Background: an optimization exercise with open tools, aiming at a short achievable clock period and few clock cycles. Do not read the settings as production practice.
Function was checked by simulation only, so behaviour that the tests miss may differ from the original.
Power and IR drop assume default switching activity.

==> design/flow/design.v <==
module dmc_nand2 (input logic a, b, output logic y);
  assign y = ~(a & b);
endmodule
module dmc_nand3 (input logic a, b, c, output logic y);
  assign y = ~(a & b & c);
endmodule
module dmc_nor2 (input logic a, b, output logic y);
  assign y = ~(a | b);
endmodule
module dmc_nor3 (input logic a, b, c, output logic y);
  assign y = ~(a | b | c);
endmodule
module dmc_xor2 (input logic a, b, output logic y);
  assign y = a ^ b;
endmodule
module dmc_aoi22 (input logic a1, a2, b1, b2, output logic y);
  assign y = ~((a1 & a2) | (b1 & b2));
endmodule
module dmc_dec2 (input logic [1:0] a, output logic [3:0] y);
  assign y[0] = ~a[1] & ~a[0];
  assign y[1] = ~a[1] &  a[0];
  assign y[2] =  a[1] & ~a[0];
  assign y[3] =  a[1] &  a[0];
endmodule
module dmc_dec2n (input logic [1:0] a, output logic [3:0] y);
  assign y[0] = ~(~a[1] & ~a[0]);
  assign y[1] = ~(~a[1] &  a[0]);
  assign y[2] = ~( a[1] & ~a[0]);
  assign y[3] = ~( a[1] &  a[0]);
endmodule
module dmc_rd_bit (
  input  logic [255:0] sel,
  input  logic [255:0] d,
  input  logic         mem_n,
  output logic         y
);
  logic [127:0] l1;
  logic [63:0]  l2;
  logic [31:0]  l3;
  logic [15:0]  l4;
  logic [7:0]   l5;
  logic [3:0]   l6;
  logic [1:0]   l7;
  for (genvar m = 0; m < 128; m++) begin : g_l1
    dmc_aoi22 u (.a1(sel[2*m]), .a2(d[2*m]), .b1(sel[2*m+1]), .b2(d[2*m+1]), .y(l1[m]));
  end
  for (genvar m = 0; m < 64; m++) begin : g_l2
    dmc_nand2 u (.a(l1[2*m]), .b(l1[2*m+1]), .y(l2[m]));
  end
  for (genvar m = 0; m < 32; m++) begin : g_l3
    dmc_nor2 u (.a(l2[2*m]), .b(l2[2*m+1]), .y(l3[m]));
  end
  for (genvar m = 0; m < 16; m++) begin : g_l4
    dmc_nand2 u (.a(l3[2*m]), .b(l3[2*m+1]), .y(l4[m]));
  end
  for (genvar m = 0; m < 8; m++) begin : g_l5
    dmc_nor2 u (.a(l4[2*m]), .b(l4[2*m+1]), .y(l5[m]));
  end
  for (genvar m = 0; m < 4; m++) begin : g_l6
    dmc_nand2 u (.a(l5[2*m]), .b(l5[2*m+1]), .y(l6[m]));
  end
  for (genvar m = 0; m < 2; m++) begin : g_l7
    dmc_nor2 u (.a(l6[2*m]), .b(l6[2*m+1]), .y(l7[m]));
  end
  dmc_nand3 u_l8 (.a(l7[0]), .b(l7[1]), .c(mem_n), .y(y));
endmodule
module dmc_hit (
  input  logic [63:0] sel_line,
  input  logic [63:0] m_a,
  input  logic [63:0] m_b,
  output logic        hit_n,
  output logic [1:0]  hit_h
);
  logic [63:0] l1;
  logic [31:0] l2;
  logic [15:0] l3;
  logic [7:0]  l4;
  logic [3:0]  l5;
  logic [1:0]  l6;
  for (genvar m = 0; m < 64; m++) begin : g_l1
    dmc_nand3 u (.a(sel_line[m]), .b(m_a[m]), .c(m_b[m]), .y(l1[m]));
  end
  for (genvar m = 0; m < 32; m++) begin : g_l2
    dmc_nand2 u (.a(l1[2*m]), .b(l1[2*m+1]), .y(l2[m]));
  end
  for (genvar m = 0; m < 16; m++) begin : g_l3
    dmc_nor2 u (.a(l2[2*m]), .b(l2[2*m+1]), .y(l3[m]));
  end
  for (genvar m = 0; m < 8; m++) begin : g_l4
    dmc_nand2 u (.a(l3[2*m]), .b(l3[2*m+1]), .y(l4[m]));
  end
  for (genvar m = 0; m < 4; m++) begin : g_l5
    dmc_nor2 u (.a(l4[2*m]), .b(l4[2*m+1]), .y(l5[m]));
  end
  for (genvar m = 0; m < 2; m++) begin : g_l6
    dmc_nand2 u (.a(l5[2*m]), .b(l5[2*m+1]), .y(l6[m]));
  end
  dmc_nor2 u_l7 (.a(l6[0]), .b(l6[1]), .y(hit_n));
  assign hit_h = l6;
endmodule
module dmc_slice (
  input  logic [7:0]   a,         
  input  logic [255:0] q,
  input  logic [3:0]   rmem,      
  input  logic         waiting,
  input  logic         fill,
  input  logic         clear,
  input  logic [63:0]  wmatch,    
  input  logic         wbit,      
  output logic         rbit,      
  output logic [255:0] en,
  output logic [3:0]   d          
);
  logic [3:0] p0, p1, p2, p3;
  dmc_dec2 u_p0 (.a(a[1:0]), .y(p0));
  dmc_dec2 u_p1 (.a(a[3:2]), .y(p1));
  dmc_dec2 u_p2 (.a(a[5:4]), .y(p2));
  dmc_dec2 u_p3 (.a(a[7:6]), .y(p3));
  logic [15:0] lo_n, hi_n;
  for (genvar j = 0; j < 16; j++) begin : g_lohi
    dmc_nand2 u_lo (.a(p0[j % 4]), .b(p1[j / 4]), .y(lo_n[j]));
    dmc_nand2 u_hi (.a(p2[j % 4]), .b(p3[j / 4]), .y(hi_n[j]));
  end
  logic [255:0] sel;
  for (genvar b = 0; b < 256; b++) begin : g_sel
    dmc_nor2 u (.a(lo_n[b % 16]), .b(hi_n[b / 16]), .y(sel[b]));
  end
  logic mem_n;
  assign mem_n = ~(waiting & (|(rmem & {a[1:0] == 2'd3, a[1:0] == 2'd2,
                                        a[1:0] == 2'd1, a[1:0] == 2'd0})));
  dmc_rd_bit u_rd (.sel(sel), .d(q), .mem_n(mem_n), .y(rbit));
  logic [3:0] e0, e1, e2, e3;
  dmc_dec2 u_e0 (.a(a[1:0]), .y(e0));
  dmc_dec2 u_e1 (.a(a[3:2]), .y(e1));
  dmc_dec2 u_e2 (.a(a[5:4]), .y(e2));
  dmc_dec2 u_e3 (.a(a[7:6]), .y(e3));
  for (genvar b = 0; b < 256; b++) begin : g_en
    assign en[b] = ((fill | clear) && e1[(b / 4) % 4] && e2[(b / 16) % 4] && e3[b / 64]) ||
                   (wmatch[b / 4] && e0[b % 4]);
  end
  for (genvar o = 0; o < 4; o++) begin : g_d
    assign d[o] = fill ? rmem[o] : (!clear && wbit);
  end
endmodule
module dm_cache_wt #(
  parameter int ADDR_W  = 13,
  parameter int INDEX_W = 6
) (
  input  logic              clk,
  input  logic              reset,
  input  logic [ADDR_W-1:0] addr_from_cpu,
  input  logic              rreq_from_cpu,
  input  logic              wreq_from_cpu,
  input  logic [7:0]        wdata_from_cpu,
  output logic [7:0]        rdata_to_cpu,
  output logic              hit_to_cpu,
  output logic              rreq_to_mem,
  output logic [ADDR_W-1:0] raddr_to_mem,
  input  logic [31:0]       rdata_from_mem,
  input  logic              rvalid_from_mem,
  output logic              wreq_to_mem,
  output logic [ADDR_W-1:0] waddr_to_mem,
  output logic [7:0]        wdata_to_mem
);
  localparam int TAG_W = ADDR_W - INDEX_W - 2;
  localparam int LINES = 1 << INDEX_W;
  logic [LINES-1:0] valid;
  logic [TAG_W-1:0] tag_array [LINES];
  logic [7:0][255:0] data_plane;
  logic waiting;
  logic [TAG_W-1:0]   req_tag;
  logic [INDEX_W-1:0] req_index;
  assign req_tag   = addr_from_cpu[ADDR_W-1 -: TAG_W];
  assign req_index = addr_from_cpu[INDEX_W+1:2];
  logic nwait;
  assign nwait = ~waiting;
  logic [3:0] p1, p2, p3, p1n;
  dmc_dec2  u_p1  (.a(addr_from_cpu[3:2]), .y(p1));
  dmc_dec2  u_p2  (.a(addr_from_cpu[5:4]), .y(p2));
  dmc_dec2  u_p3  (.a(addr_from_cpu[7:6]), .y(p3));
  dmc_dec2n u_p1n (.a(addr_from_cpu[3:2]), .y(p1n));
  logic [15:0] hi_n;
  for (genvar j = 0; j < 16; j++) begin : g_hi
    dmc_nand2 u_hi (.a(p2[j % 4]), .b(p3[j / 4]), .y(hi_n[j]));
  end
  logic [63:0] sel_line;
  for (genvar i = 0; i < 64; i++) begin : g_sell
    dmc_nor2 u (.a(p1n[i % 4]), .b(hi_n[i / 4]), .y(sel_line[i]));
  end
  logic [63:0] m_a, m_b;
  for (genvar i = 0; i < 64; i++) begin : g_match
    logic [TAG_W-1:0] x;
    for (genvar k = 0; k < TAG_W; k++) begin : g_x
      dmc_xor2 u (.a(tag_array[i][k]), .b(req_tag[k]), .y(x[k]));
    end
    dmc_nor3 u_a (.a(x[0]), .b(x[1]), .c(x[2]), .y(m_a[i]));
    dmc_nor3 u_b (.a(x[3]), .b(x[4]), .c(~valid[i]), .y(m_b[i]));
  end
  logic       hit_n;
  logic [1:0] hit_h;
  dmc_hit u_hit (.sel_line(sel_line), .m_a(m_a), .m_b(m_b), .hit_n(hit_n), .hit_h(hit_h));
  logic rv_n, rq_n;
  dmc_nand2 u_rv      (.a(rvalid_from_mem), .b(waiting), .y(rv_n));
  dmc_nand2 u_hit_out (.a(hit_n), .b(rv_n), .y(hit_to_cpu));
  dmc_nand2 u_rq      (.a(rreq_from_cpu), .b(nwait), .y(rq_n));
  dmc_nor3  u_rreq    (.a(hit_h[0]), .b(hit_h[1]), .c(rq_n), .y(rreq_to_mem));
  logic start_miss;
  dmc_nor3  u_start   (.a(hit_h[0]), .b(hit_h[1]), .c(rq_n), .y(start_miss));
  assign raddr_to_mem = {addr_from_cpu[ADDR_W-1:2], 2'b00};
  assign wreq_to_mem  = wreq_from_cpu && !reset;
  assign waddr_to_mem = addr_from_cpu;
  assign wdata_to_mem = wdata_from_cpu;
  logic fill;
  assign fill = waiting && rvalid_from_mem;
  logic [63:0] wmatch;
  for (genvar i = 0; i < 64; i++) begin : g_wmatch
    assign wmatch[i] = wreq_from_cpu && req_index == 6'(i) && valid[i] &&
                       tag_array[i] == req_tag;
  end
  logic [7:0][255:0] plane_en;
  logic [7:0][3:0]   plane_d;
  for (genvar r = 0; r < 8; r++) begin : g_slice
    dmc_slice u (
      .a       (addr_from_cpu[7:0]),
      .q       (data_plane[r]),
      .rmem    ({rdata_from_mem[24+r], rdata_from_mem[16+r], rdata_from_mem[8+r], rdata_from_mem[r]}),
      .waiting (waiting),
      .fill    (fill),
      .clear   (start_miss),
      .wmatch  (wmatch),
      .wbit    (wdata_from_cpu[r]),
      .rbit    (rdata_to_cpu[r]),
      .en      (plane_en[r]),
      .d       (plane_d[r])
    );
  end
  always_ff @(posedge clk) begin
    if (reset) begin
      waiting <= 1'b0;
      valid   <= '0;
    end else begin
      if (start_miss) waiting <= 1'b1;
      else if (rvalid_from_mem) waiting <= 1'b0;
      if (start_miss) valid[req_index] <= 1'b0;
      else if (fill) valid[req_index] <= 1'b1;
    end
  end
  always_ff @(posedge clk) begin
    if (fill) tag_array[req_index] <= req_tag;
  end
  always_ff @(posedge clk) begin
    for (int r = 0; r < 8; r++)
      for (int b = 0; b < 256; b++)
        if (plane_en[r][b]) data_plane[r][b] <= plane_d[r][b % 4];
  end
endmodule
==> design/flow/run.sh <==
#!/bin/bash
# synth_recipe.tcl (not shown) runs the flow's synth.tcl, then flattens the netlist and writes it again
# the make line also repeats each setting of config.mk as NAME=value (left out here)
make -C /OpenROAD-flow-scripts/flow DESIGN_CONFIG=/design/flow/config.mk WORK_HOME=/design/flow/orfs CLKGATE_MAP_FILE= SYNTH_SCRIPT=/design/flow/synth_recipe.tcl finish
==> design/flow/config.mk <==
export PLATFORM = sky130hd
export DESIGN_NAME = dm_cache_wt
export DESIGN_NICKNAME = dm_cache_wt
export VERILOG_FILES = /design/flow/design.v
export SDC_FILE = /design/flow/constraint.sdc
export NUM_CORES = 4
export LEC_CHECK = 0
export CAP_MARGIN = 20
export CORE_MARGIN = 2
export CORE_UTILIZATION = 60
export PLACE_DENSITY = 0.7
export SETUP_SLACK_MARGIN = 1.5
export SLEW_MARGIN = 20
export SYNTH_HIERARCHICAL = 1
export SYNTH_MINIMUM_KEEP_SIZE = 0
export TNS_END_PERCENT = 10
==> design/flow/constraint.sdc <==
create_clock -name core_clock -period 6.0 [get_ports {clk}]
set_input_delay 1.2000 -clock core_clock [delete_from_list [all_inputs] [get_ports {clk}]]
set_output_delay 1.2000 -clock core_clock [all_outputs]
set_load 0.01 [all_outputs]
==> results.txt, run 1 <==
----------------------------------------------------
[Status]
  Outcome ... complete, no violations

[Critical path]
  Worst reg-to-reg setup slack ... 2.27 ns
  Worst setup path category ... in2out
  FF-to-FF path depth ... 5
  Reg-to-reg startpoint ... waiting$_SDFFE_PP0P_
  Critical Path Sink Type ... output port
  Startpoint Class ... input port
  Cell-by-cell listing of the critical path ... buf_16 -> and2b_4 -> nand2_4 -> buf_12 -> buf_12 -> nor2_1 -> a22oi_2 -> nand2_1 -> nor2_1 -> nand2_1 -> nor2_1 -> nand2_2 -> nor2_4 -> buf_6 -> nand3_4 -> buf_6 -> buf_6
  Capture instance of the worst register-to-register path ... data_plane[748]$_DFFE_PP_
  Arrival time at the worst endpoint ... 3.47 ns
  Standard cell with the maximum stage delay on the critical path ... and2b_4
  Required time worst endpoint ... 4.80 ns
  Delay of the slowest critical-path stage ... 0.26 ns
  Largest fanout of any net on the critical path ... 7

[Yosys]
  Sequential area share after synthesis ... 0.523
  Post-synth design cell area ... 0.138 mm²
  Count of yosys warnings during synthesis ... 7
  Post-synthesis register bit count ... 2,433
  Commonest register cell after synthesis ... edfxtp_1
  EDFF count, synth ... 2,368
  Number of cells produced by synthesis ... 13,931
  Proportion of register bits with asynchronous set or reset after synthesis ... 0
  Synthesized area divided by synthesized cell count ... 9.94 µm²
  Number of unique standard cell types used by synthesis ... 59

[Global route]
  Initial antenna violation count ... 30
  Met2 Resource Use GR ... 0.634
  Sum of overflow across all layers after global routing ... 0
  Total GRT Usage ... 0.438
  Number of global-route vias before repair ... 113,692
  Maximum number of pins on one net before global-route repair ... 92
  Global-route met3 utilization ... 0.142
  First-pass GRT wire length ... 754,000 µm
  Most used routing layer in global routing ... met2
  GR Util met1 ... 0.541

[Clock tree]
  Number of CTS-inserted buffers ... 285
  Sinks on the clock net ... 2,433
  Master cell of the clock root buffer ... clkbuf_16
  Number of buffers added to fix hold violations after cts ... 0
  Clock slew seen by the registers of the worst setup and hold paths ... 0.06 ns
  H-tree Lvls ... 5
  Clock Path Buffers ... 4
  CTS tree ... built
  Clock latency at the later pin of the worst-skew pair ... 0.95 ns

[Worst hold path]
  Number of stages on the worst hold path ... 2
  Path category of the worst min-delay check ... reg2reg

[Floorplan]
  Total I/O pin count ... 103
  Num rows ... 176
  Die Y-Extent ... 484 µm
  Die W ... 484 µm
  Core Area ... 0.230 mm²
  Floorplan die area ... 0.235 mm²
  Initial standard-cell utilization of the core ... 0.603

[Routing]
  Starting DRT DRC Count ... 18,499
  Drc violations ... 0
  Via count ... 117,561
  Number of iterations in the first detailed-routing pass ... 10
  Mean routed wirelength per cell ... 29.8 µm
  Via-to-Cell Ratio ... 6.62
  Total Routed Length ... 529,000 µm
  Number of routed nets with antenna violations ... 0

[Job]
  Max Cap Viol ... 0

[Power and ir drop]
  Maximum ir drop on the vdd rail ... 282 µV
  Flop pwr share ... 0.476
  Leakage power ... 62.9 nW
  Switching pwr ... 10.0 mW
  Comb power frac ... 0.101
  Fraction of power spent switching nets ... 0.252
  Internal power contribution ... 29.7 mW
  Power density of the placed cells ... 245 mW/mm²
  Clock network fraction of total power ... 0.423

[Placement]
  Final estimated routing congestion in global placement ... 0.929
  Count of buffers inserted at the top-level ports ... 100
  Dpl hpwl ... 292,000 µm

[STA]
  Minimum period implied by the final worst setup slack ... 4.67 ns
  Slew @ Worst Pin ... 1.22 ns
  Max Clock Skew ... 0.0415 ns
  Setup repair after global routing missed its margin ... true
  Total of endpoints with negative setup slack in the final report ... 0
  Number of hold violations in the final report ... 0
  Total Neg Setup Slack ... 0 ns
  Number of slew-limit violations in the final report ... 0
  Worst slew margin ... 0.186
  Period utilisation layout ... 0.778
  Max Clk Rate ... 214 MHz

[Layout]
  P&R area growth vs syn ... 17.1%
  Final net count ... 14,590
  Fraction of layout cells with a size suffix above 1 ... 0.247
  Fraction of the core area covered by cells at the end of the flow ... 0.706

----------------------------------------------------
==> cell type report <==
| class | instances | area, µm² |
|---|---|---|
| Fill cell | 16090 | 67600 |
| Tap cell | 3026 | 3790 |
| Timing Repair Buffer | 960 | 11700 |
| Clock inverter | 129 | 1160 |
| Inverter | 68 | 255 |
| Clock buffer | 351 | 7540 |
| Antenna cell | 19 | 47.5 |
| Sequential cell | 2433 | 72400 |
| Multi-Input combinational cell | 10780 | 65200 |
==> stage by stage <==
step                      power [mW]  cell area (µm²)  hold WS (ns)  setup slack (ns)  instances
after floorplan                 21.1           138000         0.465             0.710      13932
after global placement          22.6           147000         0.489             0.155      17056
after detailed placement        22.6           147000         0.492             0.114      17058
after CTS                       39.5           161000         0.504              1.44      17733
after global routing            40.3           162000         0.530              1.31      17749
final                           39.7           162000         0.500              1.33      17766
==> flip-flops by register name, indices dropped and copies added, names as in the netlist, named ones only <==
signal      flops
waiting         1
tag_array     320
data_plane   2048
==> synth_stat cells, types with 66 or more instances <==
library cell | instances | area (µm²)
nand2_1 | 5176 | 19400
a22oi_2 | 1024 | 12800
inv_1 | 68 | 255
nor3_2 | 130 | 1300
nand4_1 | 72 | 450
clkbuf_1 | 252 | 946
nor2b_1 | 74 | 463
nand3_1 | 118 | 591
o2111ai_2 | 424 | 6370
xor2_1 | 321 | 2810
buf_6 | 100 | 1130
and2b_2 | 66 | 578
buf_2 | 119 | 596
xnor2_1 | 321 | 2810
and2_2 | 66 | 495
nor2_1 | 2615 | 9820
edfxtp_1 | 2368 | 71100
buf_4 | 155 | 1160
==> modules after synthesis, one instance, submodules excluded, excerpt <==
| module | times used | cells | flip-flops and latches | area, µm² |
|---|---|---|---|---|
| dm_cache_wt | 1 | 3459 | 2433 | 79200 |
| dmc_nand3 | 72 | 1 | 0 | 5.00 |
| dmc_slice | 8 | 650 | 0 | 3400 |
| dmc_xor2 | 320 | 1 | 0 | 8.76 |
| dmc_nor3 | 130 | 1 | 0 | 10.0 |
| dmc_dec2n | 1 | 4 | 0 | 22.5 |
| dmc_dec2 | 66 | 4 | 0 | 26.3 |
| dmc_nand2 | 989 | 1 | 0 | 3.75 |
| dmc_nor2 | 2469 | 1 | 0 | 3.75 |
| dmc_aoi22 | 1024 | 1 | 0 | 12.5 |
==> worst max path at each step <==
stage	from	to	slack [ns]	depth (start not counted)
after floorplan	addr_from_cpu[2]	data_plane[1088]$_DFFE_PP_	0.71	8
after global placement	addr_from_cpu[3]	rdata_to_cpu[1]	0.15	14
after detailed placement	addr_from_cpu[3]	rdata_to_cpu[1]	0.11	14
after CTS	addr_from_cpu[6]	rdata_to_cpu[0]	1.44	16
after global routing	addr_from_cpu[6]	rdata_to_cpu[6]	1.31	16
final	addr_from_cpu[1]	rdata_to_cpu[7]	1.33	17
==> power groups by stage <==
stage / clock, mW / combinational (mW) / sequential [mW]
finish: 16.8 / 4.00 / 18.9
global route: 17.4 / 4.03 / 18.9
CTS: 16.8 / 3.79 / 18.9
detailed placement: 0 / 3.35 / 19.3
global placement: 0 / 3.32 / 19.3
floorplan: 0 / 1.77 / 19.3
==> placed cells by master, fill, tap and decap left out, types with 27 or more instances in the layout <==
master / Yosys / layout
nand2_1: 5176 / 4918
nor2_1: 2615 / 2447
edfxtp_1: 2368 / 2368
a22oi_2: 1024 / 1024
buf_4: 155 / 434
o2111ai_2: 424 / 424
xnor2_1: 321 / 321
xor2_1: 321 / 321
clkbuf_16: 0 / 294
buf_12: 0 / 184
buf_6: 100 / 164
nor3_2: 130 / 129
nand2_4: 0 / 124
nor2_2: 0 / 122
nand3_1: 118 / 111
nand2_2: 0 / 101
clkdlybuf4s50_1: 0 / 76
nand4_1: 72 / 72
inv_1: 68 / 68
dfxtp_1: 65 / 64
nor4_2: 0 / 59
clkinv_1: 0 / 59
clkbuf_1: 252 / 57
o2111ai_4: 48 / 48
nor2_4: 0 / 46
buf_8: 0 / 41
o2111ai_1: 40 / 40
clkinv_2: 0 / 40
nand2_8: 0 / 39
buf_16: 0 / 38
and2_2: 66 / 36
and2b_2: 66 / 36
a21oi_1: 33 / 33
a22o_2: 0 / 32
and2_4: 0 / 31
and2b_4: 0 / 30
nor2b_2: 0 / 28
nor2b_4: 0 / 27
==> layer usage <==
metal / wire [µm] / share of wire / up-vias
met4: 50400 / 0.095 / 18
li1: - / - / 49651
met2: 220000 / 0.42 / 9613
met3: 81200 / 0.15 / 2287
met1: 177000 / 0.33 / 55992
met5: 126 / 0.00024 / -
==> cells by family after synthesis <==
group                      after synthesis  share of synthesized area
muxes                                   14                    0.00174
xor gates and xnor gates               644                     0.0409
other                                    1                  0.0000271
and+or+nand+nor                       8436                      0.245
AOI/OAI and AO/OA                     1674                      0.159
buffers and inverters                  725                     0.0305
DFF                                   2433                      0.523
adders and majority gates                4                   0.000362
==> timing repair <==
action,CTS,global route
buffers inserted,128,6
gates resized for setup,1069,136
pin swaps,137,80
endpoints found under the setup margin,152,10
cloned,67,8
==> worst max-delay path: cells and delay by family <==
family / cells / cell delay, ns
buf+inv: 6 / 0.94
compound gates: 1 / 0.13
simple gates: 10 / 1.17
Testbench counts, summed over its fixed seeds: cycles 38,705.
==> run 2: changes to the inputs <==
--- a/design/flow/design.v
+++ b/design/flow/design.v
@@ -5,2 +5,5 @@
   assign y = ~(a & b & c);
+endmodule
+module dmc_nand4 (input logic a, b, c, d, output logic y);
+  assign y = ~(a & b & c & d);
 endmodule
@@ -37,8 +40,6 @@
   logic [127:0] l1;
-  logic [63:0]  l2;
-  logic [31:0]  l3;
-  logic [15:0]  l4;
-  logic [7:0]   l5;
-  logic [3:0]   l6;
-  logic [1:0]   l7;
+  logic [31:0]  l2;
+  logic [15:0]  l3;
+  logic [3:0]   l4;
+  logic [1:0]   l5;
   for (genvar m = 0; m < 128; m++) begin : g_l1
@@ -46,21 +47,15 @@
   end
-  for (genvar m = 0; m < 64; m++) begin : g_l2
-    dmc_nand2 u (.a(l1[2*m]), .b(l1[2*m+1]), .y(l2[m]));
-  end
-  for (genvar m = 0; m < 32; m++) begin : g_l3
+  for (genvar m = 0; m < 32; m++) begin : g_l2
+    dmc_nand4 u (.a(l1[4*m]), .b(l1[4*m+1]), .c(l1[4*m+2]), .d(l1[4*m+3]), .y(l2[m]));
+  end
+  for (genvar m = 0; m < 16; m++) begin : g_l3
     dmc_nor2 u (.a(l2[2*m]), .b(l2[2*m+1]), .y(l3[m]));
   end
-  for (genvar m = 0; m < 16; m++) begin : g_l4
-    dmc_nand2 u (.a(l3[2*m]), .b(l3[2*m+1]), .y(l4[m]));
-  end
-  for (genvar m = 0; m < 8; m++) begin : g_l5
+  for (genvar m = 0; m < 4; m++) begin : g_l4
+    dmc_nand4 u (.a(l3[4*m]), .b(l3[4*m+1]), .c(l3[4*m+2]), .d(l3[4*m+3]), .y(l4[m]));
+  end
+  for (genvar m = 0; m < 2; m++) begin : g_l5
     dmc_nor2 u (.a(l4[2*m]), .b(l4[2*m+1]), .y(l5[m]));
   end
-  for (genvar m = 0; m < 4; m++) begin : g_l6
-    dmc_nand2 u (.a(l5[2*m]), .b(l5[2*m+1]), .y(l6[m]));
-  end
-  for (genvar m = 0; m < 2; m++) begin : g_l7
-    dmc_nor2 u (.a(l6[2*m]), .b(l6[2*m+1]), .y(l7[m]));
-  end
-  dmc_nand3 u_l8 (.a(l7[0]), .b(l7[1]), .c(mem_n), .y(y));
+  dmc_nand3 u_l6 (.a(l5[0]), .b(l5[1]), .c(mem_n), .y(y));
 endmodule
==> run 2 against run 1 <==
Routed wire length decreased by 2.3%. Sequential power is essentially flat. Clock power about the same. Cell area is 1.9% lower. Non-clock buffer count decreased by 60.
==> results.txt, run 2 <==
----------------------------------------------------
[Status]
  Outcome ... complete, no violations (unchanged)

[Clock tree]
  Clock slew seen by the registers of the worst setup and hold paths ... 0.06 ns (about the same)
  H-tree Lvls ... 5 (unchanged)
  Master cell of the clock root buffer ... clkbuf_16 (unchanged)
  Clock Path Buffers ... 4 (unchanged)
  Number of CTS-inserted buffers ... 283 (was 285)
  CTS tree ... built (unchanged)
  Number of buffers added to fix hold violations after cts ... 0 (unchanged)
  Clock latency at the later pin of the worst-skew pair ... 0.97 ns (was 0.95 ns)
  Sinks on the clock net ... 2,433 (unchanged)

[Placement]
  Count of buffers inserted at the top-level ports ... 100 (unchanged)
  Number of placed instances with taps included ... 16,424 (was 17,058)
  Placement Cell Area ... 0.145 mm² (was 0.147 mm²)
  Final estimated routing congestion in global placement ... 0.949 (was 0.929)
  Dpl hpwl ... 290,000 µm (was 292,000 µm)

[Power and ir drop]
  Internal power contribution ... 29.5 mW (was 29.7 mW)
  Maximum ir drop on the vdd rail ... 323 µV (was 282 µV)
  Power, Total ... 39.3 mW (was 39.7 mW)
  Switching pwr ... 9.88 mW (was 10.0 mW)
  Flop pwr share ... 0.481 (was 0.476)
  Clock network fraction of total power ... 0.421 (was 0.423)
  Leakage power ... 58.6 nW (was 62.9 nW)
  Power density of the placed cells ... 247 mW/mm² (was 245 mW/mm²)
  Comb power frac ... 0.098 (was 0.101)
  Fraction of power spent switching nets ... 0.251 (was 0.252)

[STA]
  Number of slew-limit violations in the final report ... 0 (unchanged)
  Worst slew margin ... 0.183 (was 0.186)
  Period utilisation layout ... 0.779 (was 0.778)
  Total Neg Setup Slack ... 0 ns (unchanged)
  Number of hold violations in the final report ... 0 (unchanged)
  Total of endpoints with negative setup slack in the final report ... 0 (unchanged)
  Max Clk Rate ... 214 MHz (about the same)
  Max Clock Skew ... 0.0494 ns (was 0.0415 ns)
  Minimum period implied by the final worst setup slack ... 4.67 ns (about the same)
  Setup repair after global routing missed its margin ... true (unchanged)
  Slew @ Worst Pin ... 1.22 ns (about the same)

[Worst hold path]
  Path category of the worst min-delay check ... reg2reg (unchanged)
  Number of stages on the worst hold path ... 2 (unchanged)

[Routing]
  Via count ... 113,805 (was 117,561)
  Number of routed nets with antenna violations ... 0 (unchanged)
  Via-to-Cell Ratio ... 6.65 (was 6.62)
  Drc violations ... 0 (unchanged)
  Starting DRT DRC Count ... 17,823 (was 18,499)
  Total Routed Length ... 516,000 µm (was 529,000 µm)
  Mean routed wirelength per cell ... 30.2 µm (was 29.8 µm)
  Number of iterations in the first detailed-routing pass ... 8 (was 10)

[Yosys]
  Sequential area share after synthesis ... 0.529 (was 0.523)
  Number of unique standard cell types used by synthesis ... 59 (unchanged)
  Top cells by area, synth ... edfxtp_1 52%, nand2_1 12%, a22oi_2 9.4%, nor2_1 6.6%, o2111ai_2 4.6% (was edfxtp_1 51%, nand2_1 14%, a22oi_2 9.3%, nor2_1 7.1%, o2111ai_2 4.6%)
  Proportion of register bits with asynchronous set or reset after synthesis ... 0 (unchanged)
  Commonest register cell after synthesis ... edfxtp_1 (unchanged)
  Synthesized area divided by synthesized cell count ... 10.3 µm² (was 9.94 µm²)
  Most frequent cell after synthesis ... nand2_1 (unchanged)
  EDFF count, synth ... 2,368 (unchanged)
  Post-synth design cell area ... 0.137 mm² (was 0.138 mm²)
  Cell type with the largest total area after synthesis ... edfxtp_1 (unchanged)
  Yosys top cell area share ... 0.519 (was 0.514)
  Top cell types by occurrence after synthesis ... 4,504 x nand2_1, 2,423 x nor2_1, 2,368 x edfxtp_1 (was 5,176 x nand2_1, 2,615 x nor2_1, 2,368 x edfxtp_1)
  Post-synthesis register bit count ... 2,433 (unchanged)
  Count of yosys warnings during synthesis ... 7 (unchanged)
  Number of cells produced by synthesis ... 13,355 (was 13,931)

[Critical path]
  Cell-by-cell listing of the critical path ... buf_16 -> buf_12 -> and2b_4 -> nand2_4 -> buf_12 -> nor2_1 -> a22oi_2 -> nand4_1 -> nor2_2 -> nand4_1 -> nor2_4 -> nand3_2 -> buf_12 -> buf_6 (was buf_16 -> and2b_4 -> nand2_4 -> buf_12 -> buf_12 -> nor2_1 -> a22oi_2 -> nand2_1 -> nor2_1 -> nand2_1 -> nor2_1 -> nand2_2 -> nor2_4 -> buf_6 -> nand3_4 -> buf_6 -> buf_6)
  Capture instance of the worst register-to-register path ... data_plane[249]$_DFFE_PP_ (was data_plane[748]$_DFFE_PP_)
  Critical Path Sink Type ... output port (unchanged)
  Required time worst endpoint ... 4.80 ns (about the same)
  Arrival time at the worst endpoint ... 3.47 ns (about the same)
  Kind of cell adding the most delay to the critical path ... simple AND/OR/NAND/NOR gates (unchanged)
  Depth of the critical timing path with buffers and inverters included ... 14 (was 17)
  Worst setup path category ... in2out (unchanged)
  FF-to-FF path depth ... 5 (unchanged)
  Total buffers and inverters traversed by the critical path ... 5 (was 6)
  Standard cell with the maximum stage delay on the critical path ... and2b_4 (unchanged)
  Largest fanout of any net on the critical path ... 8 (was 7)
  Worst reg-to-reg setup slack ... 2.12 ns (was 2.27 ns)
  Dominant cell type by count on the critical path ... buf_12
  Launch point of the worst path ... addr_from_cpu[1] (unchanged)
  Delay of the slowest critical-path stage ... 0.24 ns (was 0.26 ns)
  Startpoint Class ... input port (unchanged)
  Reg-to-reg startpoint ... waiting$_SDFFE_PP0P_ (unchanged)

[Layout]
  Leading cell type in the layout, fill and taps excluded ... nand2_1 (unchanged)
  Filler instances ... 16,059 (was 16,090)
  Fraction of the core area covered by cells at the end of the flow ... 0.700 (was 0.706)
  Fraction of layout cells with a size suffix above 1 ... 0.249 (was 0.247)
  P&R area growth vs syn ... 16.1% (was 17.1%)
  Register area ... 0.0724 mm² (unchanged)
  Commonest cells after routing, fill and taps aside ... 4,273 x nand2_1, 2,368 x edfxtp_1, 2,301 x nor2_1 (was 4,918 x nand2_1, 2,447 x nor2_1, 2,368 x edfxtp_1)
  Combined area of the multi-input logic cells ... 0.0634 mm² (was 0.0652 mm²)
  Largest regs ... data_plane x2048, tag_array x320, waiting x1 (unchanged)
  Final non-filler cell area ... 0.159 mm² (was 0.162 mm²)
  Final net count ... 13,952 (was 14,590)
  Max reg flops ... 2,048 (unchanged)
  Final instance count without filler cells ... 17,109 (was 17,766)
  Largest Register ... data_plane (unchanged)

[Floorplan]
  Die W ... 482 µm (was 484 µm)
  Num rows ... 175 (was 176)
  Core Area ... 0.227 mm² (was 0.230 mm²)
  Total I/O pin count ... 103 (unchanged)
  Die Y-Extent ... 482 µm (was 484 µm)
  Floorplan die area ... 0.232 mm² (was 0.235 mm²)
  Initial standard-cell utilization of the core ... 0.603 (about the same)

[Global route]
  Most used routing layer in global routing ... met2 (unchanged)
  Maximum number of pins on one net before global-route repair ... 84 (was 92)
  Number of global-route vias before repair ... 110,703 (was 113,692)
  First-pass GRT wire length ... 737,000 µm (was 754,000 µm)
  Global-route met3 utilization ... 0.142 (about the same)
  GR Util met1 ... 0.546 (was 0.541)
  Met2 Resource Use GR ... 0.624 (was 0.634)
  Sum of overflow across all layers after global routing ... 0 (unchanged)
  Initial antenna violation count ... 21 (was 30)
  Total GRT Usage ... 0.436 (was 0.438)

[Job]
  Max Cap Viol ... 0 (unchanged)

----------------------------------------------------
[run 2: cell count changes in the layout (fill, tap and decap cells not counted), sizes merged]
| cell | delta |
|---|---|
| clkdlybuf4s15 | -2 |
| clkinvlp | +3 |
| bufbuf | +4 |
| nand4 | +288 |
| diode | -2 |
| inv | +1 |
| bufinv | -6 |
| nand2 | -672 |
| clkbuf | +6 |
| buf | -60 |
| nor2 | -192 |
| clkinv | -8 |
[run 2: logic make-up after synthesis]
family / synth area share
buffers and inverters: 0.0308
AO/OA/AOI/OAI: 0.160
XOR/XNOR: 0.0413
multiplexers: 0.00175
flip-flops: 0.529
other: 0.0000274
adder cells (fa/ha/maj): 0.000365
AND/OR/NAND/NOR: 0.237
[run 2: how the worst max path moves through the flow]
stage	to	slack [ns]
after floorplan	data_plane[1088]$_DFFE_PP_	0.71
after global placement	rdata_to_cpu[4]	0.26
after detailed placement	rdata_to_cpu[4]	0.22
after CTS	rdata_to_cpu[4]	1.44
after global routing	rdata_to_cpu[4]	1.36
final	rdata_to_cpu[0]	1.33
[run 2: cell type report]
type / instances / share of cell area
Multi-Input combinational cell: 10204 / 0.399
Sequential cell: 2433 / 0.455
Inverter: 68 / 0.00160
Tap cell: 3009 / 0.0237
Clock inverter: 119 / 0.00602
Clock buffer: 359 / 0.0478
Timing Repair Buffer: 900 / 0.0668
Antenna cell: 17 / 0.000267
[run 2: power by group through the flow]
stage	logic, mW	registers (mW)	clock network (mW)
finish	3.85	18.9	16.6
global route	3.89	18.9	17.2
CTS	3.65	18.9	16.5
detailed placement	3.27	19.3	0
global placement	3.23	19.3	0
floorplan	1.76	19.3	0
[run 2: per-module statistics from Yosys, one instance, submodules excluded, excerpt]
module | times used | area [µm²]
dm_cache_wt | 1 | 79200
dmc_slice | 8 | 3400
dmc_dec2 | 66 | 26.3
dmc_dec2n | 1 | 22.5
dmc_aoi22 | 1024 | 12.5
dmc_nor3 | 130 | 10.0
dmc_xor2 | 320 | 8.76
dmc_nand4 | 288 | 6.26
dmc_nand3 | 72 | 5.00
dmc_nand2 | 317 | 3.75
dmc_nor2 | 2277 | 3.75
[run 2: what timing repair did]
| item | 4_1_cts | 5_1_grt |
|---|---|---|
| pin swaps | 148 | 86 |
| buffers inserted | 125 | 16 |
| resized for setup | 874 | 122 |
| setup endpoints to repair | 388 | 10 |
| cloned | 43 | 6 |
[run 2: per-stage QoR]
step	hold slack (ns)	setup WS, ns
3_5_place_dp	0.501	0.225
5_1_grt	0.545	1.36
2_1_floorplan	0.465	0.710
6_report	0.521	1.33
3_3_place_gp	0.486	0.259
4_1_cts	0.519	1.44
[run 2: per-layer routing]
| metal | vias up | wire [µm] |
|---|---|---|
| met4 | 8 | 46900 |
| met5 | - | 62 |
| li1 | 48356 | - |
| met2 | 8877 | 215000 |
| met1 | 54604 | 178000 |
| met3 | 1960 | 76600 |
[run 2: worst register-to-register path: stages (launching register included)]
cell and delay [ns]:
dfxtp_2 0.94, and2_4 0.92, buf_12 0.52, buf_4 0.75
o2111ai_1 0.31, nand2_1 0.17
Testbench counts of run 2, summed over its fixed seeds: cycles 38,705.

==> re-timing with driven ports <==
Ports are ideal in the flow. The routed layouts listed here were re-timed in OpenROAD.
Step 1, drivers: a clkbuf_16 drives clk and a buf_2 each remaining input, both assumed.
Step 2 also shifts input and output timing later by t, the mid clock arrival at the registers, as if the neighbouring blocks saw the same clock.
Three values: ideal ports, drivers, drivers and shift; two values: the first two.
run	shift t [ns]	setup WS [ns]	worst setup path at the end
run 1	1.038	1.330 / 0.817 / 0.379	input to register
run 2	1.034	1.327 / 0.930 / 0.387	input to register
After both steps setup and hold are still met in every run listed. For run 1, which loses most, drivers alone change the setup slack by -0.513 ns; drivers and shift together by -0.951 ns.
